Source: an optimization exercise on an open RTL-to-GDS flow (aim: small area). Production flows keep margins and buffers that such runs may drop. Power figures rest on the tool's default switching activity, not on a simulated workload.

== run B ==
==> flow/design.v (excerpt) <==
module memwb_stage (
  input  logic         clk,
  input  logic         reset,
  input  logic [3:0]   ctrl_MEM,
  input  logic [31:0]  ALU_out_MEM,
  input  logic [31:0]  write_data_MEM,
  input  logic [4:0]   reg_dst_MEM,
  output logic         mem_stall,
  output logic [1:0]   ctrl_WB,
  output logic [31:0]  read_data_WB,
  output logic [31:0]  ALU_out_WB,
  output logic [4:0]   reg_dst_WB,
  output logic         misalign_WB
);
==> module memwb_stage, before the edit <==
module memwb_stage (
  input  logic         clk,
  input  logic         reset,
  input  logic [3:0]   ctrl_MEM,
  input  logic [31:0]  ALU_out_MEM,
  input  logic [31:0]  write_data_MEM,
  input  logic [4:0]   reg_dst_MEM,
  output logic         mem_stall,
  output logic [1:0]   ctrl_WB,
  output logic [31:0]  read_data_WB,
  output logic [31:0]  ALU_out_WB,
  output logic [4:0]   reg_dst_WB,
  output logic         misalign_WB
);
  localparam int NT = 22;   
  logic [31:0] ring [64];
  logic [5:0]  rot;
  logic        b1, b2;
  logic        wb_pend;
  logic [5:0]  wb_addr;
  logic [5:0]  wb_slot;    
  logic [31:0] wb_data;
  logic [1:0]  ctrl_wb_q;
  logic        misalign_wb_q;
  logic [31:0] read_data_wb_q;
  logic [31:0] alu_out_wb_q;
  logic [4:0]  reg_dst_wb_q;
  logic          access, misal, stall, commit, st_commit, byp, drain;
  logic [5:0]    addr;
  logic [NT-1:0] we, wen;
  logic          hsel, bsel;
  logic          just_q;       
  logic [NT-1:0] stale;
  logic [NT-1:0] hit, tsel;
  logic [31:0]   wd_pos, wd_neg, rdata;
  logic [NT*32-1:0] port_y;
  genvar pk, pb, b, i;
  always_comb begin
    access    = ctrl_MEM[1] | ctrl_MEM[0];
    misal     = access & (ALU_out_MEM[1:0] != 2'b00);
    stall     = b1 | (~b2 & access);
    commit    = ~stall & ~reset;
    st_commit = commit & ctrl_MEM[0] & ~misal;
    addr      = ALU_out_MEM[7:2];
    byp       = wb_pend & (wb_addr == addr);
    for (int k = 0; k < NT; k++) begin
      we[k]   = (wb_slot == 6'(3 * k)) & wb_pend;
    end
    wen    = ~we;
    drain  = |we;
    for (int k = 0; k < NT; k++) stale[k] = just_q & (wb_slot == 6'(3 * k + 1));
    tsel   = hit & ~stale & {NT{~misal}};
    bsel   = byp & ~misal;
    hsel   = (b1 | b2) & ~misal;
    wd_pos = wb_data;
    wd_neg = ~wb_data;
  end
  memwb_tapdec u_dec (.addr(addr), .rot(rot), .hit(hit));
  for (b = 0; b < 32; b++) begin : g_rd
    logic [11:0] s, d, sn, dn;
    for (i = 0; i < 11; i++) begin : g_t
      assign s[i]  = tsel[2 * i];
      assign d[i]  = ring[6 * i][b];
      assign sn[i] = ~tsel[2 * i + 1];
      assign dn[i] = ring[6 * i + 3][b];
    end
    assign s[11]  = hsel;
    assign d[11]  = read_data_wb_q[b];
    assign sn[11] = ~bsel;
    assign dn[11] = wd_neg[b];
    memwb_rdbit u_rd (.s(s), .d(d), .sn(sn), .dn(dn), .y(rdata[b]));
  end
  for (pk = 0; pk < NT; pk++) begin : g_port
    for (pb = 0; pb < 32; pb++) begin : g_bit
      memwb_port u_p (
        .p(ring[(3 * pk + 63) % 64][pb]), .we(we[pk]),
        .x(pk % 2 == 1 ? wd_pos[pb] : wd_neg[pb]), .wen(wen[pk]),
        .y(port_y[32 * pk + pb])
      );
    end
  end
  always_ff @(posedge clk) begin
    rot <= rot + 6'd1;
    for (int j = 0; j < 64; j++) begin
      if (j % 3 == 0) ring[j] <= port_y[32 * (j / 3) +: 32];
      else            ring[j] <= ring[(j + 63) % 64];
    end
    wb_pend <= st_commit | (wb_pend & ~drain);
    just_q  <= st_commit;
    wb_slot <= st_commit ? addr + rot + 6'd2 : wb_slot + 6'd1;
    if (st_commit) begin
      wb_addr <= addr;
      wb_data <= write_data_MEM;
    end
    b1 <= ~reset & ~b1 & ~b2 & access;
    b2 <= ~reset & b1;
    ctrl_wb_q      <= commit ? ctrl_MEM[3:2] : 2'b00;
    misalign_wb_q  <= commit & misal;
    read_data_wb_q <= rdata;
    alu_out_wb_q   <= ALU_out_MEM;
    reg_dst_wb_q   <= reg_dst_MEM;
  end
  assign mem_stall    = stall;
  assign ctrl_WB      = ctrl_wb_q;
  assign read_data_WB = read_data_wb_q;
  assign ALU_out_WB   = alu_out_wb_q;
  assign reg_dst_WB   = reg_dst_wb_q;
  assign misalign_WB  = misalign_wb_q;
endmodule
Settings: LEC_CHECK=0, CAP_MARGIN=20, CORE_MARGIN=2, CORE_UTILIZATION=60, CTS_BUF_LIST=sky130_fd_sc_hd__clkbuf_8, CTS_CLUSTER_DIAMETER=60, CTS_CLUSTER_SIZE=20, SLEW_MARGIN=20, SYNTH_HIERARCHICAL=1; clock period 3.5 ns.
standard.sh (not shown) runs the stock make flow with config.mk's settings and CLKGATE_MAP_FILE= SYNTH_SCRIPT=/design/flow/synth_recipe.tcl, a recipe that flattens the netlist after the stock synthesis.
==> flow/flow/run.sh <==
#!/bin/bash
# The standard layout, with three changes: ports are buffered with the
# smallest buffer; the buffers that timing-driven global placement adds while
# the placement is still rough are not kept (the later repair steps buffer and
# size from the final placement); and clock tree synthesis uses clkbuf_8
# clusters under a clkbuf_16 root, without dummy loads.
set -euo pipefail
export BUFFER_PORTS_ARGS="-buffer_cell sky130_fd_sc_hd__buf_1"
export GPL_KEEP_OVERFLOW=0
export CTS_ARGS="-sink_clustering_enable -repair_clock_nets -buf_list sky130_fd_sc_hd__clkbuf_8 -sink_clustering_size 20 -sink_clustering_max_diameter 55 -dont_use_dummy_load -root_buf sky130_fd_sc_hd__clkbuf_16"
bash standard.sh > standard_flow.log 2>&1
Changes in run A relative to run B:
-- flow/design.v --
<<< run B, line 109
  logic [5:0]    addr;
  logic [NT-1:0] we, wen;
  logic          hsel, bsel;
  logic          just_q;       
  logic [NT-1:0] stale;
  logic [NT-1:0] hit, tsel;
  logic [31:0]   wd_pos, wd_neg, rdata;
>>> run A, line 109
  logic [5:0]    addr;
  logic [NT-1:0] we, wen;
  logic          hsel, bsel, tapok, anyhit;
  logic [NT-1:0] hit, tsel;
  logic [31:0]   wd_pos, wd_neg, rdata;
<<< run B, line 129
    wen    = ~we;
    drain  = |we;
    for (int k = 0; k < NT; k++) stale[k] = just_q & (wb_slot == 6'(3 * k + 1));
    tsel   = hit & ~stale & {NT{~misal}};
    bsel   = byp & ~misal;
    hsel   = (b1 | b2) & ~misal;
    wd_pos = wb_data;
    wd_neg = ~wb_data;
>>> run A, line 127
    wen    = ~we;
    drain  = |we;
    anyhit = |hit;
    tapok  = ~byp & ~misal;
    tsel   = hit & {NT{tapok}};
    bsel   = byp & ~misal;
    hsel   = ~anyhit & ~byp & ~misal;
    wd_pos = wb_data;
    wd_neg = ~wb_data;
<<< run B, line 167
    end
    wb_pend <= st_commit | (wb_pend & ~drain);
    just_q  <= st_commit;
    wb_slot <= st_commit ? addr + rot + 6'd2 : wb_slot + 6'd1;
    if (st_commit) begin
>>> run A, line 166
    end
    wb_pend <= st_commit | (wb_pend & ~drain);
    wb_slot <= st_commit ? addr + rot + 6'd2 : wb_slot + 6'd1;
    if (st_commit) begin
==> notes.md <==
- Every stage of run A finished as expected; the final checks, on the other hand, flagged setup timing, which means the layout fails.
- On clock-pin slew on the worst setup and hold paths: run A sits above run B.
- Run B consumes more power than run A.
- Run B → run A: slew of the pin with the lowest slew margin grew by 0.11 ns, total vias in the final route shrank by 1.1%, setup slack shrank by 0.15 ns, post-CTS setup repair buffer count shrank by 13, number of synthesized register bits held steady.
- Changes observed in run A relative to run B: routed wire length went up 1.6%, minimum hold slack went down 0.0059 ns, cell area went down 760 um^2, die area went down about 0.37%, number of vias per cell after detailed routing went up 0.048.
No run of this note included a check of the RTL's function; only the layout flow was run.

## static timing again, ports no longer ideal
Ports are ideal in the flow. The routed layouts listed here were re-timed in OpenROAD.
Step 1: set_driving_cell puts a clkbuf_16 on clk and a buf_2 on each other input, an assumption about the parent block.
Step 2 adds t to the input delays and takes it off the output delays; t is the mean of the earliest and latest rising clock arrival at the registers after step 1. Input paths then give back, and output paths get back, about the clock's delay inside the block.
Slacks: ideal / step 1 / step 2; pairs: ideal / step 1.
run | shift t [ns] | setup WS [ns] | worst register clock-pin slew, ns | worst slew at a driven data input, ns
run B | 0.761 | 0.096 / 0.096 / -0.501 | 0.12 / 0.12 | 0.10
run A | 0.762 | -0.052 / -0.052 / -0.676 | 0.12 / 0.12 | 0.04
With both steps, setup timing fails in run B, where it was met with ideal ports. For run A, which loses most, drivers alone change the setup slack by 0.000 ns; drivers and shift together by -0.624 ns.
